What follows belongs to an exercise in optimizing a design on an open flow for small area; a production flow would make more cautious choices. Where RTL was checked, it was by simulation tests only, not by an equivalence proof against the original. Only the layout flow was run in run 3; the RTL was not checked for function there. No activity file was given, so power comes from the tool's default toggle rates.

==> design/flow/design.v <==
package jpeg_pkg;
  typedef enum logic [1:0] {
    COMP_Y  = 2'd0,
    COMP_CB = 2'd1,
    COMP_CR = 2'd2
  } comp_e;
  localparam logic [440:0] SLOT_CODE = {
    7'd117, 7'd116, 7'd115, 7'd83, 7'd82, 7'd81, 7'd80, 7'd79, 7'd78,
    7'd77, 7'd76, 7'd75, 7'd74, 7'd73, 7'd72, 7'd71, 7'd70, 7'd69,
    7'd68, 7'd67, 7'd66, 7'd65, 7'd64, 7'd51, 7'd50, 7'd49, 7'd48,
    7'd47, 7'd46, 7'd45, 7'd44, 7'd43, 7'd42, 7'd41, 7'd40, 7'd39,
    7'd38, 7'd37, 7'd36, 7'd35, 7'd34, 7'd33, 7'd32, 7'd19, 7'd18,
    7'd17, 7'd16, 7'd15, 7'd14, 7'd13, 7'd12, 7'd11, 7'd10, 7'd9,
    7'd8, 7'd7, 7'd6, 7'd5, 7'd4, 7'd3, 7'd2, 7'd1, 7'd0
  };
endpackage
module zigzag_rom
(
  input  logic [5:0] idx,
  output logic [1:0] x,
  output logic [4:0] y
);
  always_comb begin
    case (idx)
      6'd0: begin x = 2'd2; y = 5'd12; end
      6'd1: begin x = 2'd2; y = 5'd12; end
      6'd2: begin x = 2'd3; y = 5'd19; end
      6'd3: begin x = 2'd3; y = 5'd20; end
      6'd4: begin x = 2'd1; y = 5'd9; end
      6'd5: begin x = 2'd0; y = 5'd6; end
      6'd6: begin x = 2'd2; y = 5'd4; end
      6'd7: begin x = 2'd2; y = 5'd18; end
      6'd8: begin x = 2'd2; y = 5'd9; end
      6'd9: begin x = 2'd0; y = 5'd1; end
      6'd10: begin x = 2'd2; y = 5'd17; end
      6'd11: begin x = 2'd0; y = 5'd17; end
      6'd12: begin x = 2'd1; y = 5'd6; end
      6'd13: begin x = 2'd0; y = 5'd3; end
      6'd14: begin x = 2'd0; y = 5'd19; end
      6'd15: begin x = 2'd2; y = 5'd11; end
      6'd16: begin x = 2'd0; y = 5'd14; end
      6'd17: begin x = 2'd1; y = 5'd14; end
      6'd18: begin x = 2'd0; y = 5'd7; end
      6'd19: begin x = 2'd2; y = 5'd14; end
      6'd20: begin x = 2'd1; y = 5'd15; end
      6'd21: begin x = 2'd1; y = 5'd10; end
      6'd22: begin x = 2'd2; y = 5'd19; end
      6'd23: begin x = 2'd0; y = 5'd2; end
      6'd24: begin x = 2'd2; y = 5'd5; end
      6'd25: begin x = 2'd0; y = 5'd12; end
      6'd26: begin x = 2'd1; y = 5'd11; end
      6'd27: begin x = 2'd2; y = 5'd3; end
      6'd28: begin x = 2'd0; y = 5'd13; end
      6'd29: begin x = 2'd2; y = 5'd8; end
      6'd30: begin x = 2'd1; y = 5'd13; end
      6'd31: begin x = 2'd1; y = 5'd17; end
      6'd32: begin x = 2'd1; y = 5'd0; end
      6'd33: begin x = 2'd1; y = 5'd19; end
      6'd34: begin x = 2'd1; y = 5'd3; end
      6'd35: begin x = 2'd1; y = 5'd1; end
      6'd36: begin x = 2'd2; y = 5'd6; end
      6'd37: begin x = 2'd2; y = 5'd13; end
      6'd38: begin x = 2'd0; y = 5'd5; end
      6'd39: begin x = 2'd1; y = 5'd5; end
      6'd40: begin x = 2'd2; y = 5'd10; end
      6'd41: begin x = 2'd0; y = 5'd0; end
      6'd42: begin x = 2'd2; y = 5'd0; end
      6'd43: begin x = 2'd2; y = 5'd2; end
      6'd44: begin x = 2'd0; y = 5'd18; end
      6'd45: begin x = 2'd3; y = 5'd21; end
      6'd46: begin x = 2'd2; y = 5'd16; end
      6'd47: begin x = 2'd0; y = 5'd9; end
      6'd48: begin x = 2'd1; y = 5'd16; end
      6'd49: begin x = 2'd0; y = 5'd11; end
      6'd50: begin x = 2'd0; y = 5'd16; end
      6'd51: begin x = 2'd1; y = 5'd8; end
      6'd52: begin x = 2'd1; y = 5'd7; end
      6'd53: begin x = 2'd2; y = 5'd15; end
      6'd54: begin x = 2'd2; y = 5'd7; end
      6'd55: begin x = 2'd1; y = 5'd18; end
      6'd56: begin x = 2'd2; y = 5'd1; end
      6'd57: begin x = 2'd1; y = 5'd2; end
      6'd58: begin x = 2'd0; y = 5'd8; end
      6'd59: begin x = 2'd0; y = 5'd10; end
      6'd60: begin x = 2'd0; y = 5'd4; end
      6'd61: begin x = 2'd0; y = 5'd15; end
      6'd62: begin x = 2'd1; y = 5'd12; end
      6'd63: begin x = 2'd1; y = 5'd4; end
      default: begin x = 2'd0; y = 5'd0; end
    endcase
  end
endmodule
module zigzag_rot
(
  input  logic [1:0] x,
  input  logic [4:0] y,
  input  logic [1:0] b3,
  input  logic [4:0] b19,
  output logic [6:0] slot
);
  logic [2:0] sx;
  logic [5:0] sy;
  logic [1:0] rx;
  logic [4:0] ry;
  always_comb begin
    sx = {1'b0, x} + {1'b0, b3};
    case (sx) 3'd3: rx = 2'd0; 3'd4: rx = 2'd1; default: rx = sx[1:0]; endcase
    sy = {1'b0, y} + {1'b0, b19};
    ry = (sy >= 6'd19) ? 5'(sy - 6'd19) : sy[4:0];
    slot = {(x == 2'd3) ? x : rx, (y >= 5'd19) ? y : ry};
  end
endmodule
module zigzag_lut
(
  input  logic [5:0] idx,
  input  logic [1:0] b3,
  input  logic [4:0] b19,
  output logic [6:0] slot
);
  logic [1:0] x;
  logic [4:0] y;
  zigzag_rom  u_rom (.idx(idx), .x(x), .y(y));
  zigzag_rot  u_rot (.x(x), .y(y), .b3(b3), .b19(b19), .slot(slot));
endmodule
module zigzag_rlut
(
  input  logic [5:0] idx,
  input  logic [1:0] b3,
  input  logic [4:0] b19,
  output logic [6:0] slot
);
  logic [1:0] x;
  logic [4:0] y;
  zigzag_rom  u_rom (.idx(idx), .x(x), .y(y));
  zigzag_rot  u_rot (.x(x), .y(y), .b3(b3), .b19(b19), .slot(slot));
endmodule
module zigzag_dcpred
#(
  parameter int W = 12
) (
  input  logic         clk,
  input  logic         rst,
  input  logic         q_en,
  input  logic [W-1:0] q,
  input  logic [1:0]   blk_comp,
  input  logic         frame_start,
  output logic         o_en,
  output logic [W:0]   o_data,
  output logic         o_sop,
  output logic         o_eop,
  output logic [1:0]   o_comp
);
  logic [62:0][W-1:0] mem_q;
  logic [62:0]        we, rsel;
  logic [20:0]        rd_n [W];    
  logic [W-1:0]       rd_d;
  logic [5:0]   cnt_q;      
  logic [W-1:0] q_r;        
  logic         qv_r;
  logic [4:0]   b19_q, b19_d;   
  logic [1:0]   b3_q, b3_d;
  logic [1:0]   wcomp_q, rcomp_q;
  logic         slast;      
  logic         wlast;      
  logic [6:0]   waddr;
  logic         rbusy_q;    
  logic [5:0]   kr_q, kr_d;  
  logic [6:0]   raddr_d, raddr_q;   
  logic [W-1:0] rd_q;
  logic         v_q;        
  logic         sop_l;      
  logic signed [W-1:0] pred0_q, pred1_q, pred2_q;
  logic signed [W-1:0] pred_sel;
  logic [W:0]   sub_ext;
  logic         o_en_q, o_sop_q, o_eop_q;
  logic [W:0]   o_data_q;
  logic [1:0]   o_comp_q;
  assign slast = q_en && (cnt_q == 6'd63);
  assign wlast = qv_r && (cnt_q == 6'd0);
  zigzag_lut  u_wlut (.idx(cnt_q), .b3(b3_q), .b19(b19_q), .slot(waddr));
  zigzag_rlut u_rlut (.idx(kr_d),  .b3(b3_d), .b19(b19_d), .slot(raddr_d));
  always_comb begin
    for (int i = 0; i < 63; i++) begin
      we[i]   = qv_r && (waddr == jpeg_pkg::SLOT_CODE[7*i +: 7]);
      rsel[i] = (raddr_q == jpeg_pkg::SLOT_CODE[7*i +: 7]);
    end
  end
  always_ff @(posedge clk) begin
    q_r <= q;
    for (int i = 0; i < 63; i++) begin
      if (we[i]) mem_q[i] <= q_r;
    end
  end
  for (genvar b = 0; b < W; b++) begin : g_rbit
    for (genvar g = 0; g < 21; g++) begin : g_grp
      zigzag_aoi3 u_aoi (
        .a (mem_q[3*g][b]),   .sa (rsel[3*g]),
        .b (mem_q[3*g+1][b]), .sb (rsel[3*g+1]),
        .c (mem_q[3*g+2][b]), .sc (rsel[3*g+2]),
        .y (rd_n[b][g])
      );
    end
    assign rd_d[b] = ~&rd_n[b];
  end
  always_comb begin
    b19_d = b19_q;
    b3_d  = b3_q;
    if (rst) begin
      b19_d = '0;
      b3_d  = '0;
    end else if (wlast) begin
      b19_d = (b19_q >= 5'd11) ? b19_q - 5'd11 : b19_q + 5'd8;
      b3_d  = (b3_q == 2'd2) ? 2'd0 : b3_q + 2'd1;
    end
    kr_d = slast ? 6'd0 : kr_q + 6'd1;
  end
  always_ff @(posedge clk) begin
    b19_q <= b19_d;
    b3_q  <= b3_d;
    if (rst) begin
      qv_r  <= 1'b0;
      cnt_q <= '0;
    end else begin
      qv_r <= q_en;
      if (q_en) cnt_q <= cnt_q + 6'd1;
    end
  end
  always_ff @(posedge clk) begin
    if (q_en && cnt_q == 6'd0) wcomp_q <= blk_comp;
    if (slast) rcomp_q <= wcomp_q;
  end
  always_ff @(posedge clk) begin
    if (rst) begin
      rbusy_q <= 1'b0;
    end else if (slast) begin
      rbusy_q <= 1'b1;
    end else if (kr_q == 6'd63) begin
      rbusy_q <= 1'b0;
    end
  end
  always_ff @(posedge clk) begin
    kr_q    <= kr_d;
    raddr_q <= raddr_d;
    rd_q    <= rd_d;
  end
  assign sop_l = v_q && (kr_q == 6'd1);
  always_comb begin
    case (rcomp_q)
      2'd0:    pred_sel = pred0_q;
      2'd1:    pred_sel = pred1_q;
      default: pred_sel = pred2_q;
    endcase
    sub_ext = (sop_l && !frame_start) ? {pred_sel[W-1], pred_sel} : '0;
  end
  always_ff @(posedge clk) begin
    if (rst) begin
      v_q     <= 1'b0;
      o_en_q  <= 1'b0;
      o_sop_q <= 1'b0;
      o_eop_q <= 1'b0;
      pred0_q <= '0;
      pred1_q <= '0;
      pred2_q <= '0;
    end else begin
      v_q     <= rbusy_q;
      o_en_q  <= v_q;
      o_sop_q <= sop_l;
      o_eop_q <= v_q && (kr_q == 6'd0);
      if (frame_start) begin
        pred0_q <= '0;
        pred1_q <= '0;
        pred2_q <= '0;
      end
      if (sop_l) begin
        case (rcomp_q)
          2'd0:    pred0_q <= rd_q;
          2'd1:    pred1_q <= rd_q;
          default: pred2_q <= rd_q;
        endcase
      end
    end
  end
  always_ff @(posedge clk) begin
    o_data_q <= {rd_q[W-1], rd_q} - sub_ext;
    if (sop_l) o_comp_q <= rcomp_q;
  end
  assign o_en   = o_en_q;
  assign o_sop  = o_sop_q;
  assign o_eop  = o_eop_q;
  assign o_comp = o_comp_q;
  assign o_data = o_data_q;
endmodule
module zigzag_aoi3
(
  input  logic a,
  input  logic sa,
  input  logic b,
  input  logic sb,
  input  logic c,
  input  logic sc,
  output logic y
);
  assign y = ~((a & sa) | (b & sb) | (c & sc));
endmodule
==> design/flow/constraint.sdc <==
create_clock -name core_clock -period 7.0 [get_ports {clk}]
set_input_delay 1.4000 -clock core_clock [delete_from_list [all_inputs] [get_ports {clk}]]
set_output_delay 1.4000 -clock core_clock [all_outputs]
set_load 0.01 [all_outputs]
==> design/flow/flow/run.sh <==
#!/bin/bash
# The standard ORFS layout (standard.sh) with three changes that only affect how the
# layout is built: clock tree synthesis adds no dummy loads and drives clusters of up to
# 16 flip-flops with clkbuf_8 leaf buffers, and port buffers use buf_1.
set -euo pipefail
export CTS_ARGS="-sink_clustering_enable -repair_clock_nets -dont_use_dummy_load -buf_list sky130_fd_sc_hd__clkbuf_8 -sink_clustering_size 16 -sink_clustering_max_diameter 60"
export BUFFER_PORTS_ARGS="-buffer_cell sky130_fd_sc_hd__buf_1"
bash standard.sh > flow_standard.log 2>&1
==> design/flow/standard.sh <==
#!/bin/bash
# synth_recipe.tcl (not shown) runs the flow's synth.tcl, then flattens the netlist and writes it again
# the make line also repeats each setting of config.mk as NAME=value (left out here)
make -C /OpenROAD-flow-scripts/flow DESIGN_CONFIG=/design/flow/config.mk WORK_HOME=/design/flow/orfs CLKGATE_MAP_FILE= SYNTH_SCRIPT=/design/flow/synth_recipe.tcl "${@:-finish}"
==> design/flow/config.mk <==
export PLATFORM = sky130hd
export DESIGN_NAME = zigzag_dcpred
export DESIGN_NICKNAME = zigzag_dcpred
export VERILOG_FILES = /design/flow/design.v
export SDC_FILE = /design/flow/constraint.sdc
export NUM_CORES = 4
export LEC_CHECK = 0
export CAP_MARGIN = 20
export CELL_PAD_IN_SITES_DETAIL_PLACEMENT = 1
export CORE_MARGIN = 2
export CORE_UTILIZATION = 40
export GPL_TIMING_DRIVEN = 0
export PLACE_DENSITY = 0.6
export SLEW_MARGIN = 20
export SYNTH_HIERARCHICAL = 1
==> flow_summary_export.csv, run 1 <==
group,metric,value,unit
grt,grt_max_degree,64,
power,ir_worst_vdd,0.182,mV
cts,root_buffer,"clkbuf_8",
power,p_leak,11.5,nW
logic_synthesis,yosysUniqueCellTypes,78,
grt,grt_pass1_vias,21600,
flow_run,max_cap_violations,0,
cts,htree_levels,3,
logic_synthesis,syn-cell-area,33800,µm²
timing,finalHoldViolCount,0,
place,io_buffer_count,32,
timing,max_slew_margin,17.1,%
timing,finalCritPeriodShare,93.9,%
detailed_routing,wl_per_cell,26.5,µm
finish,multi_input_area,8630,µm²
grt,grt_pass1_wl,136000,µm
place,gp_congestion,0.864,
logic_synthesis,ys_seq_area_share,73.9,%
grt,grt-ovfl-total,0,
logic_synthesis,syn_inst,2161,
timing,finalCriticalPeriod,6.57,ns
finish,drive_gt1_share,10.5,%
worst_setup_path,critPathMaxFanout,16,
cts,clk_latency,0.73,ns
worst_setup_path,cp-start-kind,"register",
floorplan,die_h,295,µm
cts,hold_buffers,0,
detailed_routing,post-route-drc-count,0,
cts,cts_buffers,76,
finish,final-seq-area,25000,µm²
floorplan,rows,106,
detailed_routing,drt_iter0_markers,2816,
worst_setup_path,endpoint_kind,"register",
detailed_routing,postRouteWirelength,90800,µm
logic_synthesis,synth_area_per_cell,15.7,µm²
cts,clockBufferDepth,3,
outcome,status,"timing/DRC/antenna clean",
cts,clk_pin_slew,0.08,ns
logic_synthesis,synth_ff_type,"edfxtp_1",
logic_synthesis,synth_edf_count,762,
timing,setup-violations-final,0,
timing,skew,0.104,ns
worst_setup_path,rrSetupSlack,0.43,ns
cts,cts_sinks,867,
floorplan,pin_count,36,
timing,max_freq,152,MHz
worst_setup_path,critical_path.most_common_cell,"inv_1",
logic_synthesis,yosys_warnings,10,
worst_setup_path,crit_family,"simple AND/OR/NAND/NOR gates",
finish,final_nets,2361,
grt,antenna_found_initial,2,
worst_hold_path,hp-class,"register to register",
worst_setup_path,slowest_delay,0.78,ns
detailed_routing,firstDrtPassIters,14,
cts,tritoncts,"done",
power,cellPowerDensity,243,nW/µm²
timing,tightest_slew,1.23,ns
timing,rsz0062_at_grt,"false",
worst_setup_path,slowest_stage,"dfxtp_1",
grt,grt_usage,20.9,%
timing,hold-worst-slack,0.385,ns
worst_setup_path,crit_buf_inv,4,
place,dpl.hpwl,61100,µm
worst_setup_path,cp.required,7.34,ns
detailed_routing,vias_per_cell,6.13,
detailed_routing,vias,21000,
detailed_routing,ant_nets,0,
worst_setup_path,path_cells,"inv_1 -> ha_1 -> nor2b_1 -> o21ai_0 -> a21oi_1 -> a221o_1 -> inv_1 -> fa_1 -> inv_1 -> ha_1 -> a2111oi_2 -> o21ai_4 -> o211ai_1 -> clkbuf_2 -> nand2b_1 -> or3_1 -> nor2_2",
finish,fillers,8198,
logic_synthesis,syn-num-nets,2231,
worst_setup_path,crit_type,"register to register",
power,p_total,9.00,mW
finish,syn2layout_area_growth,9.37,%
logic_synthesis,async_flop_share,0,%
floorplan,core,83700,µm²
floorplan,die_area,86900,µm²
floorplan,die_w,295,µm
floorplan,initial_core_util,40.4,%
logic_synthesis,ys_seq_elements,867,
timing,drv_slew,0,
worst_setup_path,cp.arrival,6.91,ns
report_power, final:
| part | internal, mW | leakage [nW] | switching, mW | total, mW |
|---|---|---|---|---|
| logic | 0.185 | 3.20 | 0.492 | 0.677 |
| registers | 5.71 | 7.72 | 0.0950 | 5.80 |
| clock network | 0.970 | 0.546 | 1.55 | 2.52 |
| total | 6.86 | 11.5 | 2.14 | 9.00 |
path summary, 6_finish.rpt:
path,startpoint,endpoint,cells past startpoint
worst max-delay path,cnt_q[0],mem_q[377],17
worst min-delay path,wcomp_q[0],rcomp_q[0],0
worst max register to register,cnt_q[0],mem_q[377],17
worst min register to register,wcomp_q[0],rcomp_q[0],0
per-module statistics from Yosys, one instance, submodules excluded, a selection:
module | cell area [µm²] | copies in the design | flip-flops and latches
zigzag_rot | 579 | 2 | 0
zigzag_aoi3 | 10.0 | 252 | 0
zigzag_dcpred | 28600 | 1 | 867
zigzag_rom | 781 | 2 | 0
layer usage:
metal	GRT usage [%]	wire length [µm]
met1	27.7	36500
met2	34.8	44500
met3	3.02	6220
met4	7.95	3400
met5	1.08	128
per-stage QoR:
step                      setup TNS, ns  instances  cell area (µm²)  setup slack [ns]  utilization, %
final                                 0       3425            37000             0.429            44.2
after global routing                  0       3424            37000            0.0195            44.2
after CTS                        -0.879       3420            36800           -0.0554            44.0
after detailed placement         -22.29       3344            35700            -0.285            42.7
after global placement           -27.77       3327            35400            -0.503            42.3
after floorplan                       0       2161            33800              1.48               -
kinds of logic (layout without fill, tap and decap cells):
group | after synthesis | count (layout) | synth area share [%]
flip-flops | 867 | 867 | 73.9
AO/OA/AOI/OAI | 473 | 473 | 11.9
XOR/XNOR | 31 | 31 | 0.803
buffers and inverters | 107 | 235 | 1.43
other | 0 | 2 | 0
AND/OR/NAND/NOR | 597 | 597 | 8.84
multiplexers | 32 | 32 | 1.05
adder cells (fa/ha/maj) | 54 | 54 | 2.09
worst register-to-register path: stages, from the launching register on:
cell and delay (ns):
dfxtp_1 0.78, inv_1 0.22, ha_1 0.50, nor2b_1 0.28
o21ai_0 0.17, a21oi_1 0.18, a221o_1 0.28, inv_1 0.10
fa_1 0.54, inv_1 0.08, ha_1 0.27, a2111oi_2 0.47
o21ai_4 0.15, o211ai_1 0.22, clkbuf_2 0.32, nand2b_1 0.35
or3_1 0.61, nor2_2 0.73
timing repair:
item,CTS,global route
buffers inserted,0,2
setup endpoints to repair,142,397
resized for setup,13,22
pin swaps,0,1
cloned,0,0
layout make-up:
cell class                 count  area share (%)
antenna                        2          0.0135
inverter                      44           0.446
timing repair buffer          52            1.07
clock buffer                  76            2.83
multi-input combinational   1187            23.3
buffer                        63           0.876
tap                         1134            3.84
sequential                   867            67.6
cell usage in the layout, fill, tap and decap left out, types with 11 or more instances in the layout:
master / netlist / layout
nand2_1: 144 / 144
a21oi_1: 70 / 70
nor2_1: 186 / 134
nand4_1: 53 / 53
a31oi_1: 16 / 16
inv_1: 43 / 43
nor2_2: 2 / 44
a222oi_1: 252 / 252
nor2b_1: 38 / 38
buf_4: 2 / 15
a21o_1: 12 / 12
nand3_1: 33 / 32
xnor2_1: 21 / 20
nor3_1: 24 / 14
clkbuf_1: 36 / 32
nor4_1: 12 / 11
clkbuf_8: 0 / 76
mux2i_1: 22 / 22
o21ai_0: 28 / 28
buf_2: 18 / 18
nand2b_1: 15 / 15
nand3b_1: 45 / 45
ha_1: 47 / 47
buf_1: 0 / 32
edfxtp_1: 762 / 762
dfxtp_1: 105 / 93
cell usage after synthesis (10+ instances only):
master | number | area [µm²]
edfxtp_1 | 762 | 22900
a222oi_1 | 252 | 2520
nor2_1 | 186 | 698
nand2_1 | 144 | 541
dfxtp_1 | 105 | 2100
a21oi_1 | 70 | 350
nand4_1 | 53 | 332
ha_1 | 47 | 588
nand3b_1 | 45 | 338
inv_1 | 43 | 161
nor2b_1 | 38 | 238
clkbuf_1 | 36 | 135
nand3_1 | 33 | 165
o21ai_0 | 28 | 140
nor3_1 | 24 | 120
mux2i_1 | 22 | 220
xnor2_1 | 21 | 184
buf_2 | 18 | 90.1
a31oi_1 | 16 | 100
nand2b_1 | 15 | 93.8
a21o_1 | 12 | 90.1
nor4_1 | 12 | 75.1
xor2_1 | 10 | 87.6
sequential cells by signal, summed over array words and instances (netlist names), 2 cells and up:
| signal | count |
|---|---|
| b19_q | 5 |
| o_comp_q | 2 |
| q_r | 12 |
| pred0_q | 12 |
| o_data_q | 13 |
| cnt_q | 6 |
| pred1_q | 12 |
| wcomp_q | 2 |
| rd_q | 12 |
| b3_q | 2 |
| raddr_q | 7 |
| pred2_q | 12 |
| kr_q | 6 |
| mem_q | 756 |
| rcomp_q | 2 |
==> inputs of run 2 (changes only) <==
--- a/design/flow/config.mk
+++ b/design/flow/config.mk
@@ -9,7 +9,6 @@
 export CELL_PAD_IN_SITES_DETAIL_PLACEMENT = 1
 export CORE_MARGIN = 2
 export CORE_UTILIZATION = 40
-export GPL_TIMING_DRIVEN = 0
 export PLACE_DENSITY = 0.6
 export SLEW_MARGIN = 20
 export SYNTH_HIERARCHICAL = 1
==> run 2 against run 1 <==
Still clean on timing, DRC and antenna. First-iteration DRC count grew 9.5%. Flip-flop and latch count is the same. Cell count grew 0.15%. Clock power is essentially flat. Worst hold slack gained 0.047 ns. Sequential power shrank 0.9%. Via count grew 1.5%. Critical path depth grew 1. Synthesized cell count is the same. Design area shrank 0.53%. Global-route usage grew 0.58 points. Non-clock buffer count grew 8. Largest power group unchanged.
==> flow_summary_export.csv, run 2 <==
group,metric,value,unit
cts,tritoncts,"done",
timing,max_slew_margin,16.5,%
floorplan,core,83700,µm²
floorplan,initial_core_util,40.4,%
logic_synthesis,syn-num-nets,2231,
grt,grt_pass1_wl,140000,µm
worst_setup_path,endpoint_kind,"register",
timing,finalHoldViolCount,0,
timing,finalCriticalPeriod,6.38,ns
detailed_routing,postRouteWirelength,93900,µm
cts,cts_sinks,867,
cts,post_cts_resized,0,
timing,max_freq,157,MHz
worst_setup_path,reg2reg_to,"mem_q[388]",
cts,htree_levels,3,
finish,final_nets,2367,
finish,reg.largest.list,"mem_q x756, o_data_q x13",
logic_synthesis,synth_most_common_cell,"edfxtp_1",
worst_setup_path,cp.required,7.39,ns
worst_setup_path,slowest_delay,0.85,ns
floorplan,die_w,295,µm
detailed_routing,wl_per_cell,27.4,µm
timing,skew,0.0996,ns
logic_synthesis,synth_largest_area_cell,"edfxtp_1",
logic_synthesis,syn_inst,2161,
floorplan,rows,106,
logic_synthesis,async_flop_share,0,%
logic_synthesis,synth_commonest_cells,"762 x edfxtp_1, 252 x a222oi_1, 186 x nor2_1",
finish,largest-register,"mem_q",
timing,tightest_slew,1.24,ns
place,post_dp_cell_area,35800,µm²
flow_run,max_cap_violations,0,
worst_hold_path,hp-class,"register to register",
cts,clk_latency,0.71,ns
grt,grt-ovfl-total,0,
timing,drv_slew,0,
finish,multi_input_area,8400,µm²
finish,final-seq-area,25000,µm²
detailed_routing,vias_per_cell,6.21,
finish,drive_gt1_share,9.63,%
timing,rsz0062_at_grt,"false",
place,dpl.hpwl,60900,µm
timing,finalCritPeriodShare,91.2,%
cts,cts_buffers,74,
logic_synthesis,ys_seq_area_share,73.9,%
timing,setup-violations-final,0,
detailed_routing,wl_met3,7070,µm
worst_setup_path,crit_type,"register to register",
grt,grt_max_degree,64,
outcome,status,"timing/DRC/antenna clean",
floorplan,die_h,295,µm
cts,root_buffer,"clkbuf_8",
worst_hold_path,hold_depth,0,
cts,hold_buffers,0,
grt,grt_pass1_vias,21600,
worst_hold_path,hold_end,"rcomp_q[0]",
floorplan,die_area,86900,µm²
floorplan,pin_count,36,
worst_setup_path,critPathMaxFanout,15,
timing,fin_tns_setup,0,ns
worst_setup_path,crit_family,"compound AO/OA/AOI/OAI gates",
detailed_routing,drt_iter0_markers,3083,
logic_synthesis,yosys_warnings,10,
place,gp_congestion,0.888,
cts,clockBufferDepth,3,
timing,hold-worst-slack,0.432,ns
worst_setup_path,reg2reg_depth,18,
finish,fin_area,36800,µm²
detailed_routing,post-route-drc-count,0,
detailed_routing,ant_nets,0,
worst_setup_path,cp.arrival,6.78,ns
logic_synthesis,ys_seq_elements,867,
cts,post_cts_buffers,0,
finish,fillers,8248,
finish,mostFrequentLayoutCells,"762 x edfxtp_1, 252 x a222oi_1, 184 x nor2_1",
detailed_routing,routed-wl-met2,45400,µm
logic_synthesis,synth_ff_type,"edfxtp_1",
power,p_leak,11.6,nW
logic_synthesis,synth_top_area_share,67.6,%
power,ir_worst_vdd,0.157,mV
worst_setup_path,reg2reg_from,"cnt_q[1]",
detailed_routing,wirelength_met1,38600,µm
cts,clk_pin_slew,0.07,ns
worst_setup_path,rrSetupSlack,0.62,ns
finish,largest_reg_flops,756,
grt,antenna_found_initial,2,
detailed_routing,firstDrtPassIters,10,
finish,syn2layout_area_growth,8.78,%
worst_setup_path,crit_buf_inv,4,
worst_setup_path,slowest_stage,"o211ai_1",
finish,fin_util,44.0,%
finish,layout_commonest_cell,"edfxtp_1",
grt,grt_usage,21.5,%
place,io_buffer_count,35,
logic_synthesis,synth_area_per_cell,15.7,µm²
logic_synthesis,syn-cell-area,33800,µm²
logic_synthesis,synthTopCellsByArea,"edfxtp_1 68%, a222oi_1 7.5%, dfxtp_1 6.2%, nor2_1 2.1%, ha_1 1.7%",
logic_synthesis,yosysUniqueCellTypes,78,
detailed_routing,highest_layer,"met5",
worst_setup_path,cp-start-kind,"register",
worst_hold_path,worstHoldStart,"wcomp_q[0]",
detailed_routing,vias,21300,
logic_synthesis,synth_edf_count,762,
power,cellPowerDensity,244,nW/µm²
worst_setup_path,path_cells,"inv_1 -> ha_1 -> xnor2_1 -> a221oi_1 -> nor3_1 -> a31oi_1 -> ha_1 -> inv_1 -> fa_1 -> inv_1 -> ha_1 -> a2111oi_2 -> o21ai_4 -> o211ai_1 -> nand2_1 -> or3_1 -> nor3_2 -> buf_4",
==> run 2: cell counts after synthesis <==
No cell type changed its count.
==> run 2: through the flow <==
stage / cells / power, mW / setup WS (ns)
finish: 3430 / 8.97 / 0.615
global route: 3430 / 9.25 / 0.174
CTS: 3429 / 9.03 / 0.692
detailed placement: 3355 / 6.56 / 0.720
global placement: 3355 / 6.53 / 1.06
floorplan: 2161 / 6.24 / 1.48
==> run 2: area by class of cell <==
class | count | area share [%]
tap | 1134 | 3.86
timing repair buffer | 123 | 2.16
clock buffer | 74 | 2.77
multi-input combinational | 1187 | 22.8
sequential | 867 | 67.9
antenna | 1 | 0.00680
inverter | 44 | 0.449
==> run 2: cell families after synthesis <==
kind of cell | share of synthesized area [%]
compound gates | 11.9
xor+xnor | 0.803
fa+ha+maj | 2.09
buf+inv | 1.43
flops | 73.9
mux | 1.05
simple gates | 8.84
==> run 2: per-module statistics from Yosys (local to each module, per instance), excerpt <==
module / times used / cells inside
zigzag_dcpred: 1 / 1531
zigzag_rot: 2 / 75
zigzag_aoi3: 252 / 1
zigzag_rom: 2 / 114
==> run 2: report_power, final <==
group	switching (mW)	internal [mW]	leakage, nW
clock	1.57	0.946	0.532
sequential	0.0463	5.71	7.71
combinational	0.520	0.182	3.31
total	2.14	6.84	11.6
==> run 2: routing by layer <==
| metal | up-vias | track usage, % |
|---|---|---|
| li1 | 9158 | - |
| met4 | 2 | 6.86 |
| met2 | 932 | 35.4 |
| met3 | 165 | 3.17 |
| met5 | - | 0 |
| met1 | 11100 | 29.4 |
==> run 2: how the worst max path moves through the flow <==
stage | from | end | cells past startpoint
floorplan | cnt_q[0] | mem_q[624] | 18
global placement | q_en | raddr_q[4] | 20
detailed placement | cnt_q[1] | mem_q[385] | 18
CTS | cnt_q[1] | mem_q[388] | 18
global route | cnt_q[1] | mem_q[460] | 19
finish | cnt_q[1] | mem_q[388] | 18
==> inputs of run 3 (changes only) <==
--- a/design/flow/design.v
+++ b/design/flow/design.v
@@ -154,7 +154,7 @@
   logic [62:0]        we, rsel;
   logic [20:0]        rd_n [W];    
   logic [W-1:0]       rd_d;
-  logic [5:0]   cnt_q;      
+  logic [5:0]   cnt_q, cnt_d;   
   logic [W-1:0] q_r;        
   logic         qv_r;
   logic [4:0]   b19_q, b19_d;   
@@ -162,7 +162,7 @@
   logic [1:0]   wcomp_q, rcomp_q;
   logic         slast;      
   logic         wlast;      
-  logic [6:0]   waddr;
+  logic [6:0]   waddr_d, waddr_q;   
   logic         rbusy_q;    
   logic [5:0]   kr_q, kr_d;  
   logic [6:0]   raddr_d, raddr_q;   
@@ -177,11 +177,11 @@
   logic [1:0]   o_comp_q;
   assign slast = q_en && (cnt_q == 6'd63);
   assign wlast = qv_r && (cnt_q == 6'd0);
-  zigzag_lut  u_wlut (.idx(cnt_q), .b3(b3_q), .b19(b19_q), .slot(waddr));
+  zigzag_lut  u_wlut (.idx(cnt_d), .b3(b3_d), .b19(b19_d), .slot(waddr_d));
   zigzag_rlut u_rlut (.idx(kr_d),  .b3(b3_d), .b19(b19_d), .slot(raddr_d));
   always_comb begin
     for (int i = 0; i < 63; i++) begin
-      we[i]   = qv_r && (waddr == jpeg_pkg::SLOT_CODE[7*i +: 7]);
+      we[i]   = qv_r && (waddr_q == jpeg_pkg::SLOT_CODE[7*i +: 7]);
       rsel[i] = (raddr_q == jpeg_pkg::SLOT_CODE[7*i +: 7]);
     end
   end
@@ -212,18 +212,15 @@
       b19_d = (b19_q >= 5'd11) ? b19_q - 5'd11 : b19_q + 5'd8;
       b3_d  = (b3_q == 2'd2) ? 2'd0 : b3_q + 2'd1;
     end
-    kr_d = slast ? 6'd0 : kr_q + 6'd1;
+    kr_d  = slast ? 6'd0 : kr_q + 6'd1;
+    cnt_d = rst ? 6'd0 : q_en ? cnt_q + 6'd1 : cnt_q;
   end
   always_ff @(posedge clk) begin
-    b19_q <= b19_d;
-    b3_q  <= b3_d;
-    if (rst) begin
-      qv_r  <= 1'b0;
-      cnt_q <= '0;
-    end else begin
-      qv_r <= q_en;
-      if (q_en) cnt_q <= cnt_q + 6'd1;
-    end
+    b19_q   <= b19_d;
+    b3_q    <= b3_d;
+    cnt_q   <= cnt_d;
+    waddr_q <= waddr_d;
+    qv_r    <= q_en && !rst;
   end
   always_ff @(posedge clk) begin
     if (q_en && cnt_q == 6'd0) wcomp_q <= blk_comp;
--- a/design/flow/config.mk
+++ b/design/flow/config.mk
@@ -5,10 +5,10 @@
 export SDC_FILE = /design/flow/constraint.sdc
 export NUM_CORES = 4
 export LEC_CHECK = 0
-export CAP_MARGIN = 20
+export CAP_MARGIN = 0
 export CELL_PAD_IN_SITES_DETAIL_PLACEMENT = 1
 export CORE_MARGIN = 2
 export CORE_UTILIZATION = 40
 export PLACE_DENSITY = 0.6
-export SLEW_MARGIN = 20
+export SLEW_MARGIN = 0
 export SYNTH_HIERARCHICAL = 1
==> run 3 against run 2 <==
Critical path depth up 1. Die area up 0.48%. Clock power down 3%. Combinational power down 5.8%. Routed wire length down 1.7%. Clock-buffer cell count down 4. Via count down 1.6%. Non-clock buffer count down 27. First-iteration DRC count down 2.6%. Fmax up 15%. Sequential power up 2%. Synthesized cell count up 0.65%. Critical path type is now primary input to register. Critical endpoint is now raddr_q[4]. Largest power group unchanged.
==> flow_summary_export.csv, run 3 <==
group,metric,value,unit
detailed_routing,vias_per_cell,6.14,
cts,clk_latency,0.69,ns
logic_synthesis,yosysUniqueCellTypes,77,
timing,skew,0.102,ns
detailed_routing,postRouteWirelength,92400,µm
cts,cts_sinks,874,
worst_setup_path,rrSetupSlack,1.99,ns
cts,clockBufferDepth,3,
logic_synthesis,syn-num-nets,2245,
finish,layout_commonest_cell,"edfxtp_1",
flow_run,max_cap_violations,0,
detailed_routing,wl_met3,7210,µm
timing,finalCriticalPeriod,5.54,ns
detailed_routing,wirelength_met1,37500,µm
worst_setup_path,critPathMaxFanout,13,
finish,fin_util,43.7,%
power,cellPowerDensity,244,nW/µm²
finish,syn2layout_area_growth,7.91,%
worst_setup_path,cp.required,7.59,ns
floorplan,core,84000,µm²
cts,cts_buffers,70,
detailed_routing,highest_layer,"met5",
timing,finalHoldViolCount,0,
finish,mostFrequentLayoutCells,"762 x edfxtp_1, 252 x a222oi_1, 179 x nor2_1",
logic_synthesis,syn-cell-area,34000,µm²
logic_synthesis,ys_seq_elements,874,
cts,root_buffer,"clkbuf_8",
cts,htree_levels,3,
timing,rsz0062_at_grt,"false",
finish,final_nets,2348,
logic_synthesis,synth_top_area_share,67.3,%
detailed_routing,vias,21000,
logic_synthesis,synthTopCellsByArea,"edfxtp_1 67%, a222oi_1 7.4%, dfxtp_1 6.6%, nor2_1 2.0%, ha_1 1.7%",
cts,post_cts_resized,0,
cts,post_cts_buffers,0,
logic_synthesis,synth_edf_count,762,
logic_synthesis,synth_largest_area_cell,"edfxtp_1",
logic_synthesis,synth_area_per_cell,15.6,µm²
logic_synthesis,ys_seq_area_share,73.9,%
place,dpl.hpwl,59800,µm
finish,largest_reg_flops,756,
outcome,status,"timing/DRC/antenna clean",
worst_setup_path,crit_type,"primary input to register",
logic_synthesis,async_flop_share,0,%
logic_synthesis,synth_commonest_cells,"762 x edfxtp_1, 252 x a222oi_1, 181 x nor2_1",
floorplan,die_area,87300,µm²
worst_hold_path,worstHoldStart,"wcomp_q[1]",
floorplan,die_w,296,µm
logic_synthesis,syn_inst,2175,
finish,drive_gt1_share,8.22,%
worst_setup_path,reg2reg_depth,19,
worst_setup_path,crit_path_start,"q_en",
floorplan,rows,106,
timing,max_slew_margin,10.0,%
grt,grt_usage,21.1,%
detailed_routing,wl_per_cell,27.1,µm
power,p_leak,11.4,nW
worst_setup_path,reg2reg_from,"cnt_q[0]",
worst_setup_path,endpoint_kind,"register",
timing,finalCritPeriodShare,79.2,%
worst_setup_path,cp-start-kind,"primary input",
finish,fillers,8275,
worst_setup_path,reg2reg_to,"raddr_q[4]",
detailed_routing,ant_nets,0,
timing,fin_tns_setup,0,ns
power,ir_worst_vdd,0.120,mV
timing,max_freq,180,MHz
floorplan,initial_core_util,40.5,%
logic_synthesis,yosys_warnings,10,
cts,tritoncts,"done",
detailed_routing,firstDrtPassIters,13,
detailed_routing,routed-wl-met2,45100,µm
logic_synthesis,synth_most_common_cell,"edfxtp_1",
place,io_buffer_count,35,
worst_hold_path,hp-class,"register to register",
timing,setup-violations-final,0,
finish,fin_cells,3411,
grt,antenna_found_initial,2,
timing,tightest_slew,1.34,ns
floorplan,pin_count,36,
finish,largest-register,"mem_q",
worst_setup_path,endpoint,"raddr_q[4]",
detailed_routing,drt_iter0_markers,3003,
grt,grt_max_degree,64,
logic_synthesis,synth_ff_type,"edfxtp_1",
cts,clk_pin_slew,0.10,ns
place,gp_congestion,0.842,
finish,reg.largest.list,"mem_q x756, o_data_q x13",
place,dp_cells,3340,
timing,hold-worst-slack,0.390,ns
grt,grt-ovfl-total,0,
worst_setup_path,cp.arrival,6.13,ns
timing,drv_slew,0,
cts,hold_buffers,0,
grt,grt_pass1_wl,138000,µm
grt,grt_pass1_vias,21600,
detailed_routing,post-route-drc-count,0,
floorplan,die_h,296,µm
## run 3: changes by cell type after synthesis, moves of 3 or more
cell,before,now
dfxtp_1,105,112
nand2_1,144,149
nor2_1,186,181
nand2b_1,15,18
nand3b_1,45,42
nor2b_1,38,41
or3_1,8,5
## run 3: area by class of cell
| type | count | area [µm²] | area share, % |
|---|---|---|---|
| antenna | 1 | 2.50 | 0.00682 |
| clock buffer | 70 | 963 | 2.63 |
| inverter | 45 | 169 | 0.460 |
| multi-input combinational | 1191 | 8400 | 22.9 |
| sequential | 874 | 25100 | 68.5 |
| tap | 1134 | 1420 | 3.87 |
| timing repair buffer | 96 | 591 | 1.61 |
## run 3: critical path, stage by stage
cell and delay, ns:
buf_1 0.25, nand4_1 0.20, nor2_1 0.63, nor2_1 0.09
buf_4 0.21, inv_1 0.13, ha_1 0.31, inv_1 0.13
o32a_1 0.36, a31oi_1 0.30, ha_1 0.26, inv_1 0.07
fa_1 0.45, xnor2_1 0.54, nor2_2 0.10, a22oi_1 0.19
o22ai_1 0.10, mux2_2 0.28, a2bb2oi_2 0.12
## run 3: power breakdown
part | switching (mW) | internal, mW | leakage (nW)
Clock | 1.54 | 0.899 | 0.503
Sequential | 0.0987 | 5.76 | 7.77
Combinational | 0.485 | 0.176 | 3.16
## run 3: cell families (layout without fill, tap and decap cells)
family | Yosys count | after routing | share of synthesized area (%)
flip-flops | 874 | 874 | 73.9
AND/OR/NAND/NOR | 600 | 600 | 8.82
AO/OA/AOI/OAI | 474 | 474 | 11.9
buffers and inverters | 110 | 211 | 1.46
adder cells (fa/ha/maj) | 54 | 54 | 2.08
multiplexers | 32 | 32 | 1.05
XOR/XNOR | 31 | 31 | 0.799
other | 0 | 1 | 0
## run 3: layer usage
metal,global-route usage [%],vias up
li1,-,9126
met2,35.1,916
met1,28.5,10800
met4,6.77,2
met3,3.28,133
met5,0,-
## run 3: per-module statistics from Yosys, one instance, submodules excluded, excerpt
module | cells | flops+latches | area [µm²]
zigzag_aoi3 | 1 | 0 | 10.0
zigzag_dcpred | 1545 | 874 | 28700
zigzag_rom | 114 | 0 | 781
zigzag_rot | 75 | 0 | 579
## run 3: worst min-delay path by stage
stage                            end  slack [ns]  cells past startpoint
after floorplan           rcomp_q[0]        0.40                      0
after global routing      rcomp_q[1]        0.41                      0
after CTS                 rcomp_q[1]        0.39                      0
after detailed placement  rcomp_q[1]        0.41                      0
final                     rcomp_q[1]        0.39                      0
after global placement    rcomp_q[0]        0.41                      0
## run 3: per-stage QoR
step | worst slack (ns) | power [mW] | cell area, µm²
6_report | 1.46 | 8.96 | 36700
5_1_grt | 1.01 | 9.23 | 36700
4_1_cts | 1.51 | 9.01 | 36700
3_5_place_dp | 0.818 | 6.63 | 35700
3_3_place_gp | 0.914 | 6.60 | 35700
2_1_floorplan | 1.54 | 6.30 | 34000
==> inputs of run 4 (changes only) <==
--- a/design/flow/design.v
+++ b/design/flow/design.v
@@ -14,12 +14,19 @@
     7'd8, 7'd7, 7'd6, 7'd5, 7'd4, 7'd3, 7'd2, 7'd1, 7'd0
   };
 endpackage
-module zigzag_rom
+module zigzag_lut
 (
   input  logic [5:0] idx,
-  output logic [1:0] x,
-  output logic [4:0] y
+  input  logic [1:0] b3,
+  input  logic [4:0] b19,
+  output logic [6:0] slot
 );
+  logic [1:0] x;
+  logic [4:0] y;
+  logic [2:0] sx;
+  logic [5:0] sy;
+  logic [1:0] rx;
+  logic [4:0] ry;
   always_comb begin
     case (idx)
       6'd0: begin x = 2'd2; y = 5'd12; end
@@ -88,51 +95,12 @@
       6'd63: begin x = 2'd1; y = 5'd4; end
       default: begin x = 2'd0; y = 5'd0; end
     endcase
-  end
-endmodule
-module zigzag_rot
-(
-  input  logic [1:0] x,
-  input  logic [4:0] y,
-  input  logic [1:0] b3,
-  input  logic [4:0] b19,
-  output logic [6:0] slot
-);
-  logic [2:0] sx;
-  logic [5:0] sy;
-  logic [1:0] rx;
-  logic [4:0] ry;
-  always_comb begin
     sx = {1'b0, x} + {1'b0, b3};
     case (sx) 3'd3: rx = 2'd0; 3'd4: rx = 2'd1; default: rx = sx[1:0]; endcase
     sy = {1'b0, y} + {1'b0, b19};
     ry = (sy >= 6'd19) ? 5'(sy - 6'd19) : sy[4:0];
     slot = {(x == 2'd3) ? x : rx, (y >= 5'd19) ? y : ry};
   end
-endmodule
-module zigzag_lut
-(
-  input  logic [5:0] idx,
-  input  logic [1:0] b3,
-  input  logic [4:0] b19,
-  output logic [6:0] slot
-);
-  logic [1:0] x;
-  logic [4:0] y;
-  zigzag_rom  u_rom (.idx(idx), .x(x), .y(y));
-  zigzag_rot  u_rot (.x(x), .y(y), .b3(b3), .b19(b19), .slot(slot));
-endmodule
-module zigzag_rlut
-(
-  input  logic [5:0] idx,
-  input  logic [1:0] b3,
-  input  logic [4:0] b19,
-  output logic [6:0] slot
-);
-  logic [1:0] x;
-  logic [4:0] y;
-  zigzag_rom  u_rom (.idx(idx), .x(x), .y(y));
-  zigzag_rot  u_rot (.x(x), .y(y), .b3(b3), .b19(b19), .slot(slot));
 endmodule
 module zigzag_dcpred
 #(
@@ -162,7 +130,7 @@
   logic [1:0]   wcomp_q, rcomp_q;
   logic         slast;      
   logic         wlast;      
-  logic [6:0]   waddr_d, waddr_q;   
+  logic [6:0]   waddr;
   logic         rbusy_q;    
   logic [5:0]   kr_q, kr_d;  
   logic [6:0]   raddr_d, raddr_q;   
@@ -177,11 +145,11 @@
   logic [1:0]   o_comp_q;
   assign slast = q_en && (cnt_q == 6'd63);
   assign wlast = qv_r && (cnt_q == 6'd0);
-  zigzag_lut  u_wlut (.idx(cnt_d), .b3(b3_d), .b19(b19_d), .slot(waddr_d));
-  zigzag_rlut u_rlut (.idx(kr_d),  .b3(b3_d), .b19(b19_d), .slot(raddr_d));
+  zigzag_lut  u_wlut (.idx(cnt_q), .b3(b3_q), .b19(b19_q), .slot(waddr));
+  zigzag_lut  u_rlut (.idx(kr_d),  .b3(b3_d), .b19(b19_d), .slot(raddr_d));
   always_comb begin
     for (int i = 0; i < 63; i++) begin
-      we[i]   = qv_r && (waddr_q == jpeg_pkg::SLOT_CODE[7*i +: 7]);
+      we[i]   = qv_r && (waddr == jpeg_pkg::SLOT_CODE[7*i +: 7]);
       rsel[i] = (raddr_q == jpeg_pkg::SLOT_CODE[7*i +: 7]);
     end
   end
@@ -219,7 +187,6 @@
     b19_q   <= b19_d;
     b3_q    <= b3_d;
     cnt_q   <= cnt_d;
-    waddr_q <= waddr_d;
     qv_r    <= q_en && !rst;
   end
   always_ff @(posedge clk) begin
--- a/design/flow/config.mk
+++ b/design/flow/config.mk
@@ -5,10 +5,10 @@
 export SDC_FILE = /design/flow/constraint.sdc
 export NUM_CORES = 4
 export LEC_CHECK = 0
-export CAP_MARGIN = 0
+export CAP_MARGIN = 10
 export CELL_PAD_IN_SITES_DETAIL_PLACEMENT = 1
 export CORE_MARGIN = 2
 export CORE_UTILIZATION = 40
 export PLACE_DENSITY = 0.6
-export SLEW_MARGIN = 0
+export SLEW_MARGIN = 10
 export SYNTH_HIERARCHICAL = 1
==> run 4 against run 3 <==
First-iteration DRC count down 7.5%. Worst hold slack got worse by 0.0087 ns. Cell count fell by 2.0%. Sequential share of layout area about the same. Power shrank 1.5%. Global-route usage about the same. Largest cell class unchanged. Clock-buffer cell count unchanged.
==> flow_summary_export.csv, run 4 <==
group,metric,value,unit
power,cellPowerDensity,242,nW/µm²
grt,grt_max_degree,64,
place,post_dp_cell_area,35500,µm²
cts,hold_buffers,0,
detailed_routing,vias,20700,
finish,fillers,8224,
place,gp_congestion,0.866,
logic_synthesis,synth_simple_gate_area_share,9.00,%
logic_synthesis,syn-cell-area,33600,µm²
worst_setup_path,cp-start-kind,"register",
cts,clockBufferDepth,3,
cts,root_buffer,"clkbuf_8",
outcome,status,"timing/DRC/antenna clean",
finish,multi_input_area,8260,µm²
grt,grt-ovfl-total,0,
cts,post_cts_buffers,0,
timing,fin_tns_setup,0,ns
timing,tightest_slew,1.15,ns
logic_synthesis,synth_edf_count,762,
cts,cts_buffers,70,
worst_hold_path,hp-class,"register to register",
floorplan,die_area,86300,µm²
power,p_int,6.76,mW
cts,htree_levels,3,
logic_synthesis,synth_area_per_cell,15.8,µm²
grt,grt_pass1_wl,137000,µm
floorplan,core,83400,µm²
power,share_comb_of_total_power,7.3,%
logic_synthesis,yosys_warnings,9,
timing,finalCriticalPeriod,6.32,ns
logic_synthesis,yosysUniqueCellTypes,70,
detailed_routing,wirelength_met1,38600,µm
worst_setup_path,crit_type,"register to register",
logic_synthesis,synth_compound_area_share,11.4,%
logic_synthesis,syn_inst,2118,
cts,cts_sinks,867,
logic_synthesis,async_flop_share,0,%
cts,clk_pin_slew,0.09,ns
finish,largest_reg_flops,756,
logic_synthesis,synth_most_common_cell,"edfxtp_1",
finish,syn2layout_area_growth,8.67,%
timing,max_slew_margin,23.3,%
cts,tritoncts,"done",
logic_synthesis,synth_top_area_share,68.2,%
finish,mostFrequentLayoutCells,"762 x edfxtp_1, 252 x a222oi_1, 191 x nor2_1",
timing,max_freq,158,MHz
worst_setup_path,critPathMaxFanout,14,
detailed_routing,vias_per_cell,6.18,
logic_synthesis,synth_ff_type,"edfxtp_1",
logic_synthesis,synth_largest_area_cell,"edfxtp_1",
logic_synthesis,synthTopCellsByArea,"edfxtp_1 68%, a222oi_1 7.5%, dfxtp_1 6.3%, nor2_1 2.1%, ha_1 1.8%",
finish,final-seq-area,25000,µm²
worst_hold_path,worstHoldStart,"wcomp_q[0]",
detailed_routing,highest_layer,"met4",
timing,finalCritPeriodShare,90.2,%
worst_setup_path,cp.arrival,6.63,ns
power,power_frac_clock,27.6,%
logic_synthesis,synth_commonest_cells,"762 x edfxtp_1, 252 x a222oi_1, 192 x nor2_1",
finish,drive_gt1_share,9.64,%
grt,grt_pass1_vias,21000,
logic_synthesis,ys_seq_elements,867,
power,p_sw,2.07,mW
detailed_routing,post-route-drc-count,0,
grt,antenna_found_initial,1,
logic_synthesis,synth_top_family_by_area,"compound AO/OA/AOI/OAI gates",
finish,largest-register,"mem_q",
place,io_buffer_count,35,
cts,post_cts_resized,0,
flow_run,max_cap_violations,0,
power,ir_worst_vdd,0.226,mV
timing,rsz0062_at_grt,"false",
finish,fin_area,36500,µm²
power,p_leak,11.6,nW
power,p_seq_share,65.1,%
cts,clk_latency,0.70,ns
detailed_routing,drt_iter0_markers,2778,
timing,setup-violations-final,0,
floorplan,rows,106,
worst_setup_path,crit_path_start,"cnt_q[0]",
worst_setup_path,reg2reg_from,"cnt_q[0]",
power,switching_share,23.5,%
detailed_routing,ant_nets,0,
timing,finalHoldViolCount,0,
detailed_routing,wl_met3,5820,µm
logic_synthesis,synth_adder_area_share,2.12,%
finish,layout_commonest_cell,"edfxtp_1",
detailed_routing,wl_per_cell,27.4,µm
detailed_routing,routed-wl-met2,44000,µm
place,dpl.hpwl,59500,µm
detailed_routing,firstDrtPassIters,14,
grt,grt_usage,21.1,%
worst_setup_path,endpoint_kind,"register",
logic_synthesis,synthMuxAreaShare,1.28,%
logic_synthesis,syn-num-nets,2190,
finish,reg.largest.list,"mem_q x756, o_data_q x13",
timing,drv_slew,0,
timing,skew,0.0980,ns
finish,final_nets,2335,
logic_synthesis,ys_seq_area_share,74.4,%
detailed_routing,postRouteWirelength,91800,µm
floorplan,initial_core_util,40.2,%
floorplan,die_w,294,µm
logic_synthesis,synth_xor_area_share,0.757,%
floorplan,die_h,294,µm
worst_setup_path,cp.required,7.32,ns
floorplan,pin_count,36,
[run 4: power groups by stage]
stage / Combinational (mW) / Sequential (mW) / Clock, mW
floorplan: 0.289 / 5.90 / 0
global placement: 0.621 / 5.86 / 0
detailed placement: 0.638 / 5.86 / 0
CTS: 0.640 / 5.75 / 2.50
global route: 0.683 / 5.76 / 2.63
finish: 0.646 / 5.75 / 2.43
[run 4: worst max-delay path: stages (launching register included)]
cell	delay [ns]
dfxtp_1	0.64
inv_1	0.21
ha_1	0.41
nor2b_1	0.17
or4b_4	0.55
and2_4	0.17
o211a_1	0.27
fa_1	0.45
a21o_1	0.20
a211oi_1	0.32
nor2_1	0.11
a21oi_1	0.32
mux2_2	0.38
mux2_2	0.44
nor2_1	0.19
nand3_1	0.23
nor2_1	0.88
[run 4: kinds of logic after synthesis]
kind of cell | count (synthesis)
AOI/OAI and AO/OA | 455
xor gates and xnor gates | 29
adders and majority gates | 54
buffers and inverters | 75
DFF | 867
muxes | 34
and+or+nand+nor | 604
[run 4: worst paths after layout]
| path | endpoint | slack (ns) | cells after the start |
|---|---|---|---|
| max | mem_q[204] | 0.68 | 16 |
| min | rcomp_q[0] | 0.38 | 0 |
| max reg2reg | mem_q[204] | 0.68 | 16 |
| min reg2reg | rcomp_q[0] | 0.38 | 0 |
[run 4: area by class of cell]
| type | instances | area share, % |
|---|---|---|
| Antenna cell | 2 | 0.0137 |
| Clock buffer | 70 | 2.64 |
| Inverter | 22 | 0.226 |
| Multi-Input combinational cell | 1176 | 22.7 |
| Sequential cell | 867 | 68.5 |
| Tap cell | 1080 | 3.70 |
| Timing Repair Buffer | 126 | 2.24 |
[run 4: per-layer routing]
metal | up-vias | GRT usage, %
li1 | 9016 | -
met3 | 150 | 3.26
met4 | 0 | 7.60
met2 | 731 | 34.7
met1 | 10800 | 28.6
met5 | - | 0
[run 4: modules after synthesis (local to each module, per instance)]
module	cells inside	flops+latches	area (µm²)	copies in the design
zigzag_aoi3	1	0	10.0	252
zigzag_dcpred	1532	867	28600	1
zigzag_lut	167	0	1230	2
[run 4: through the flow]
stage | total power, mW | instances | worst slack [ns] | utilization [%] | hold WS, ns
final | 8.83 | 3343 | 0.684 | 43.7 | 0.381
after global routing | 9.07 | 3342 | 0.231 | 43.7 | 0.407
after CTS | 8.88 | 3341 | 0.688 | 43.7 | 0.383
after detailed placement | 6.50 | 3271 | 0.437 | 42.6 | 0.413
after global placement | 6.48 | 3271 | 0.490 | 42.6 | 0.405
after floorplan | 6.19 | 2118 | 1.13 | - | 0.400
==> inputs of run 5 (changes only) <==
--- a/design/flow/config.mk
+++ b/design/flow/config.mk
@@ -8,7 +8,7 @@
 export CAP_MARGIN = 10
 export CELL_PAD_IN_SITES_DETAIL_PLACEMENT = 1
 export CORE_MARGIN = 2
-export CORE_UTILIZATION = 40
-export PLACE_DENSITY = 0.6
+export CORE_UTILIZATION = 55
+export PLACE_DENSITY = 0.7
 export SLEW_MARGIN = 10
 export SYNTH_HIERARCHICAL = 1
==> run 5 against run 4 <==
Via count increased by 4.1%. Critical path depth unchanged. Cell count is 9.3% lower. First-iteration DRC count up 30%. Sequential share of layout area rose by 0.91 points. Core utilization grew 16 points. Power shrank 0.55%. Fmax decreased by 1.9%. Combinational power is essentially flat. Non-clock buffer count down 8. Highest routed layer unchanged.
==> flow_summary_export.csv, run 5 <==
group,metric,value,unit
outcome,status,"timing/DRC/antenna clean",
floorplan,die_h,251,µm
detailed_routing,ant_nets,0,
timing,max_slew_margin,19.3,%
worst_setup_path,reg2reg_to,"mem_q[304]",
finish,fin_util,59.7,%
worst_setup_path,slowest_delay,0.87,ns
logic_synthesis,synth_ff_type,"edfxtp_1",
worst_hold_path,hp-class,"register to register",
logic_synthesis,syn_inst,2118,
logic_synthesis,yosys_warnings,9,
finish,fin_cells,3033,
worst_setup_path,cp-start-kind,"register",
power,p_sw,2.06,mW
finish,largest_reg_flops,756,
worst_setup_path,path_cells,"inv_1 -> ha_1 -> nor2b_1 -> or4b_4 -> and2_4 -> o211a_1 -> fa_1 -> a21o_1 -> a211oi_1 -> nor2_1 -> a21oi_1 -> or3_1 -> a32o_1 -> nor2b_1 -> nand3_1 -> nor2_1",
cts,tritoncts,"done",
cts,clk_pin_slew,0.10,ns
timing,hold-worst-slack,0.437,ns
cts,clk_latency,0.69,ns
power,p_int,6.72,mW
place,io_buffer_count,35,
finish,syn2layout_area_growth,7.25,%
timing,rsz0062_at_grt,"false",
detailed_routing,vias_per_cell,7.09,
finish,final_nets,2324,
timing,finalCriticalPeriod,6.44,ns
logic_synthesis,synth_edf_count,762,
timing,tightest_slew,1.21,ns
power,cellPowerDensity,244,nW/µm²
power,p_seq_share,65.5,%
cts,clockBufferDepth,3,
worst_setup_path,crit_type,"register to register",
logic_synthesis,synth_most_common_cell,"edfxtp_1",
cts,post_cts_buffers,0,
detailed_routing,wl_per_cell,31.7,µm
timing,setup-violations-final,0,
worst_setup_path,rrSetupSlack,0.56,ns
worst_setup_path,slowest_stage,"nor2_1",
floorplan,core,60400,µm²
worst_hold_path,hold_end,"rcomp_q[1]",
grt,grt_pass1_wl,141000,µm
cts,cts_sinks,867,
place,post_dp_cell_area,35100,µm²
timing,max_freq,155,MHz
worst_setup_path,endpoint_kind,"register",
logic_synthesis,ys_seq_area_share,74.4,%
power,ir_worst_vdd,0.206,mV
worst_setup_path,cp.arrival,6.75,ns
timing,finalHoldViolCount,0,
timing,fin_tns_setup,0,ns
logic_synthesis,synthTopCellsByArea,"edfxtp_1 68%, a222oi_1 7.5%, dfxtp_1 6.3%, nor2_1 2.1%, ha_1 1.8%",
place,gp_congestion,0.869,
logic_synthesis,synth_largest_area_cell,"edfxtp_1",
power,switching_share,23.5,%
power,p_leak,11.5,nW
cts,htree_levels,3,
flow_run,max_cap_violations,0,
finish,fillers,5508,
logic_synthesis,yosysUniqueCellTypes,70,
detailed_routing,post-route-drc-count,0,
detailed_routing,drt_iter0_markers,3617,
cts,root_buffer,"clkbuf_8",
grt,grt_usage,30.2,%
place,dpl.hpwl,62800,µm
logic_synthesis,async_flop_share,0,%
timing,finalCritPeriodShare,92.0,%
finish,layout_commonest_cell,"edfxtp_1",
worst_setup_path,reg2reg_from,"cnt_q[0]",
worst_hold_path,hold_depth,0,
finish,fin_area,36000,µm²
grt,grt_pass1_vias,21600,
grt,grt-ovfl-total,0,
detailed_routing,firstDrtPassIters,13,
detailed_routing,vias,21500,
grt,grt_max_degree,64,
finish,reg.largest.list,"mem_q x756, o_data_q x13",
logic_synthesis,synth_top_area_share,68.2,%
cts,post_cts_resized,0,
worst_setup_path,cp.required,7.31,ns
cts,hold_buffers,0,
place,dp_cells,2965,
timing,drv_slew,0,
detailed_routing,postRouteWirelength,96000,µm
power,power_frac_clock,27.1,%
grt,antenna_found_initial,1,
logic_synthesis,syn-cell-area,33600,µm²
finish,drive_gt1_share,9.20,%
finish,largest-register,"mem_q",
floorplan,initial_core_util,55.6,%
floorplan,die_area,63000,µm²
floorplan,pin_count,36,
finish,mostFrequentLayoutCells,"762 x edfxtp_1, 252 x a222oi_1, 191 x nor2_1",
floorplan,die_w,251,µm
worst_setup_path,reg2reg_depth,16,
logic_synthesis,ys_seq_elements,867,
worst_setup_path,critPathMaxFanout,14,
timing,skew,0.0611,ns
logic_synthesis,synth_commonest_cells,"762 x edfxtp_1, 252 x a222oi_1, 192 x nor2_1",
logic_synthesis,syn-num-nets,2190,
power,share_comb_of_total_power,7.4,%
cts,cts_buffers,67,
logic_synthesis,synth_area_per_cell,15.8,µm²
worst_setup_path,crit_path_start,"cnt_q[0]",
worst_hold_path,worstHoldStart,"wcomp_q[1]",
floorplan,rows,90,
[run 5: cell counts after synthesis]
Identical to the previous run, type by type.
[run 5: cell families after synthesis]
logic type / after synthesis / synth area share, %
compound gates: 455 / 11.4
xor+xnor: 29 / 0.757
fa+ha+maj: 54 / 2.12
buf+inv: 75 / 0.995
flops: 867 / 74.4
mux: 34 / 1.28
simple gates: 604 / 9.00
[run 5: how the worst max path moves through the flow]
stage	to	cells past startpoint	slack, ns
global placement	raddr_q[1]	18	0.66
detailed placement	raddr_q[1]	18	0.38
global route	mem_q[302]	16	0.29
finish	mem_q[304]	16	0.56
CTS	mem_q[302]	16	0.68
floorplan	raddr_q[1]	17	1.13
[run 5: layout make-up]
type	instances	area [µm²]	share of cell area, %
clock buffer	67	922	2.56
antenna	1	2.50	0.00695
multi-input combinational	1176	8260	23.0
sequential	867	25000	69.4
timing repair buffer	118	756	2.10
tap	782	978	2.72
inverter	22	82.6	0.229
[run 5: critical path, delay by kind of cell (launching register included)]
kind | cells | cell delay [ns]
fa+ha+maj | 2 | 0.87
buf+inv | 1 | 0.22
simple gates | 8 | 2.66
flops | 1 | 0.64
compound gates | 5 | 1.67
[run 5: modules after synthesis (local to each module, per instance)]
| module | flip-flops and latches | cells | cell area [µm²] |
|---|---|---|---|
| zigzag_dcpred | 867 | 1532 | 28600 |
| zigzag_lut | 0 | 167 | 1230 |
| zigzag_aoi3 | 0 | 1 | 10.0 |
[run 5: through the flow]
stage	worst slack, ns	total power, mW
6_report	0.562	8.78
5_1_grt	0.292	8.98
4_1_cts	0.683	8.78
3_5_place_dp	0.383	6.50
3_3_place_gp	0.659	6.45
2_1_floorplan	1.13	6.19
[run 5: layer usage]
metal / part of all wire [%] / track usage (%)
met5: 0 / 0
met1: 39 / 42.4
met3: 10 / 5.01
met4: 3.5 / 10.2
met2: 48 / 48.6
[run 5: power groups by stage]
stage          Combinational, mW  Sequential [mW]  Clock (mW)
3_3_place_gp               0.585             5.86           0
6_report                   0.649             5.75        2.37
2_1_floorplan              0.289             5.90           0
5_1_grt                    0.676             5.76        2.54
4_1_cts                    0.629             5.75        2.40
3_5_place_dp               0.626             5.87           0
==> inputs of run 6 (changes only) <==
==> design/flow/flow/run.sh (replaced) <==
#!/bin/bash
# The standard ORFS layout (standard.sh) with three changes that only affect how the
# layout is built: clock tree synthesis adds no dummy loads and drives clusters of up to
# 18 flip-flops with clkbuf_8 leaf buffers, and port buffers use buf_1.
set -euo pipefail
export CTS_ARGS="-sink_clustering_enable -repair_clock_nets -dont_use_dummy_load -buf_list sky130_fd_sc_hd__clkbuf_8 -sink_clustering_size 18 -sink_clustering_max_diameter 60"
export BUFFER_PORTS_ARGS="-buffer_cell sky130_fd_sc_hd__buf_1"
bash standard.sh > flow_standard.log 2>&1
==> run 6 against run 5 <==
Worst hold slack gained 0.0019 ns. Synthesized area is the same. Core utilization shrank 0.21 points. Flip-flop and latch count is the same. Worst setup slack gained 0.021 ns. Routed wire length shrank 0.63%. Via count shrank 0.55%. Register-to-register slack gained 0.02 ns. Design area shrank 0.35%. Global-route usage shrank 0.19 points. Critical path depth is the same. Non-clock buffer count is the same. Critical endpoint is now mem_q[303]. Largest cell class unchanged.
==> flow_summary_export.csv, run 6 <==
group,metric,value,unit
detailed_routing,postRouteWirelength,95400,µm
cts,hold_buffers,0,
logic_synthesis,synth_largest_area_cell,"edfxtp_1",
floorplan,die_w,251,µm
worst_setup_path,crit_family,"simple AND/OR/NAND/NOR gates",
timing,finalHoldViolCount,0,
grt,grt_pass1_vias,21500,
finish,multi_input_area,8260,µm²
place,detailedPlace.worstSlack,0.383,ns
finish,largest_reg_flops,756,
timing,max_slew_margin,19.2,%
cts,root_buffer,"clkbuf_8",
floorplan,rows,90,
logic_synthesis,ys_seq_elements,867,
logic_synthesis,syn_inst,2118,
floorplan,die_area,63000,µm²
power,cellPowerDensity,240,nW/µm²
finish,reg.largest.list,"mem_q x756, o_data_q x13",
finish,final-seq-area,25000,µm²
worst_setup_path,crit_buf_inv,1,
grt,antenna_found_initial,0,
worst_setup_path,endpoint_kind,"register",
finish,fin_cells,3023,
timing,rsz0062_at_grt,"false",
flow_run,max_cap_violations,0,
timing,fin_ws,0.583,ns
grt,grt-ovfl-total,0,
timing,hold-worst-slack,0.439,ns
detailed_routing,wl_per_cell,31.6,µm
detailed_routing,drt_iter0_markers,3579,
cts,clockBufferDepth,3,
worst_setup_path,slowest_delay,0.84,ns
power,ir_worst_vdd,0.207,mV
logic_synthesis,yosys_warnings,9,
place,gp_congestion,0.869,
finish,largest-register,"mem_q",
logic_synthesis,syn-num-nets,2190,
finish,diodes,0,
worst_hold_path,hp-class,"register to register",
cts,cts_sinks,867,
timing,fin_tns_setup,0,ns
finish,drive_gt1_share,8.84,%
logic_synthesis,synth_most_common_cell,"edfxtp_1",
finish,fillers,5493,
logic_synthesis,synth_area_per_cell,15.8,µm²
timing,max_freq,156,MHz
worst_setup_path,critPathMaxFanout,14,
floorplan,initial_core_util,55.6,%
cts,post_cts_resized,0,
logic_synthesis,synthTopCellsByArea,"edfxtp_1 68%, a222oi_1 7.5%, dfxtp_1 6.3%, nor2_1 2.1%, ha_1 1.8%",
timing,setup-violations-final,0,
worst_setup_path,cp.arrival,6.76,ns
cts,clk_pin_slew,0.09,ns
worst_setup_path,path_cells,"inv_1 -> ha_1 -> nor2b_1 -> or4b_4 -> and2_4 -> o211a_1 -> fa_1 -> a21o_1 -> a211oi_1 -> nor2_1 -> a21oi_1 -> or3_1 -> a32o_1 -> nor2b_1 -> nand3_1 -> nor2_1",
place,io_buffer_count,35,
logic_synthesis,synth_ff_type,"edfxtp_1",
finish,final_nets,2315,
detailed_routing,ant_nets,0,
worst_setup_path,slowest_stage,"nor2_1",
power,p_leak,11.5,nW
cts,tritoncts,"done",
logic_synthesis,synth_commonest_cells,"762 x edfxtp_1, 252 x a222oi_1, 192 x nor2_1",
floorplan,pin_count,36,
floorplan,die_h,251,µm
worst_setup_path,cp.required,7.34,ns
finish,mostFrequentLayoutCells,"762 x edfxtp_1, 252 x a222oi_1, 191 x nor2_1",
cts,cts_buffers,58,
grt,grt_usage,30.0,%
place,dpl.hpwl,62800,µm
floorplan,core,60400,µm²
logic_synthesis,yosysUniqueCellTypes,70,
finish,syn2layout_area_growth,6.88,%
finish,layout_commonest_cell,"edfxtp_1",
logic_synthesis,async_flop_share,0,%
detailed_routing,vias_per_cell,7.08,
logic_synthesis,ys_seq_area_share,74.4,%
finish,fin_util,59.4,%
timing,drv_slew,0,
logic_synthesis,syn-cell-area,33600,µm²
detailed_routing,post-route-drc-count,0,
grt,grt_pass1_wl,141000,µm
cts,post_cts_buffers,0,
cts,clk_latency,0.72,ns
cts,htree_levels,2,
timing,finalCritPeriodShare,91.7,%
logic_synthesis,synth_edf_count,762,
place,dp_cells,2965,
timing,skew,0.0952,ns
logic_synthesis,synth_top_area_share,68.2,%
detailed_routing,vias,21400,
worst_setup_path,cp-start-kind,"register",
grt,grt_max_degree,64,
timing,finalCriticalPeriod,6.42,ns
worst_setup_path,crit_type,"register to register",
timing,tightest_slew,1.21,ns
detailed_routing,firstDrtPassIters,13,
outcome,status,"timing/DRC/antenna clean",
-- run 6: report_power, final --
part / internal, mW / leakage (nW) / switching [mW]
clock: 0.740 / 0.417 / 1.47
combinational: 0.157 / 3.32 / 0.492
sequential: 5.70 / 7.71 / 0.0545
-- run 6: per-layer routing --
layer	global-route usage, %	wire length, µm
met5	0	0
met3	4.62	9450
met4	10.2	3350
met1	42.2	37400
met2	48.4	45200
-- run 6: worst reg2reg max path, stage by stage (launching register included) --
cell and delay [ns]:
dfxtp_1 0.63, inv_1 0.22, ha_1 0.42, nor2b_1 0.19, or4b_4 0.57, and2_4 0.18, o211a_1 0.26, fa_1 0.45
a21o_1 0.21, a211oi_1 0.32, nor2_1 0.12, a21oi_1 0.36, or3_1 0.17, a32o_1 0.56, nor2b_1 0.37, nand3_1 0.19
nor2_1 0.84
-- run 6: path summary, 6_finish.rpt --
| path | start | end | slack (ns) | cells past startpoint |
|---|---|---|---|---|
| worst max-delay path | cnt_q[0] | mem_q[303] | 0.58 | 16 |
| worst min-delay path | wcomp_q[1] | rcomp_q[1] | 0.44 | 0 |
| worst max register to register | cnt_q[0] | mem_q[303] | 0.58 | 16 |
| worst min register to register | wcomp_q[1] | rcomp_q[1] | 0.44 | 0 |
-- run 6: logic make-up (layout without fill, tap and decap cells) --
family / after synthesis / after routing / share of synthesized area [%]
flops: 867 / 867 / 74.4
simple gates: 604 / 604 / 9.00
compound gates: 455 / 455 / 11.4
buf+inv: 75 / 198 / 0.995
fa+ha+maj: 54 / 54 / 2.12
mux: 34 / 34 / 1.28
xor+xnor: 29 / 29 / 0.757
-- run 6: cell type report --
class	instances	share of cell area [%]
Multi-Input combinational cell	1176	23.0
Clock buffer	58	2.22
Tap cell	782	2.73
Timing Repair Buffer	118	2.11
Sequential cell	867	69.7
Inverter	22	0.230
-- run 6: modules after synthesis, one instance, submodules excluded --
module         times used  flops+latches  cells inside  area (µm²)
zigzag_aoi3           252              0             1        10.0
zigzag_lut              2              0           167        1230
zigzag_dcpred           1            867          1532       28600
-- run 6: metrics by stage --
stage,power (mW),instance area (µm²)
after CTS,8.62,35900
final,8.61,35900
after detailed placement,6.50,35100
after floorplan,6.19,33600
after global routing,8.81,35900
after global placement,6.45,35100
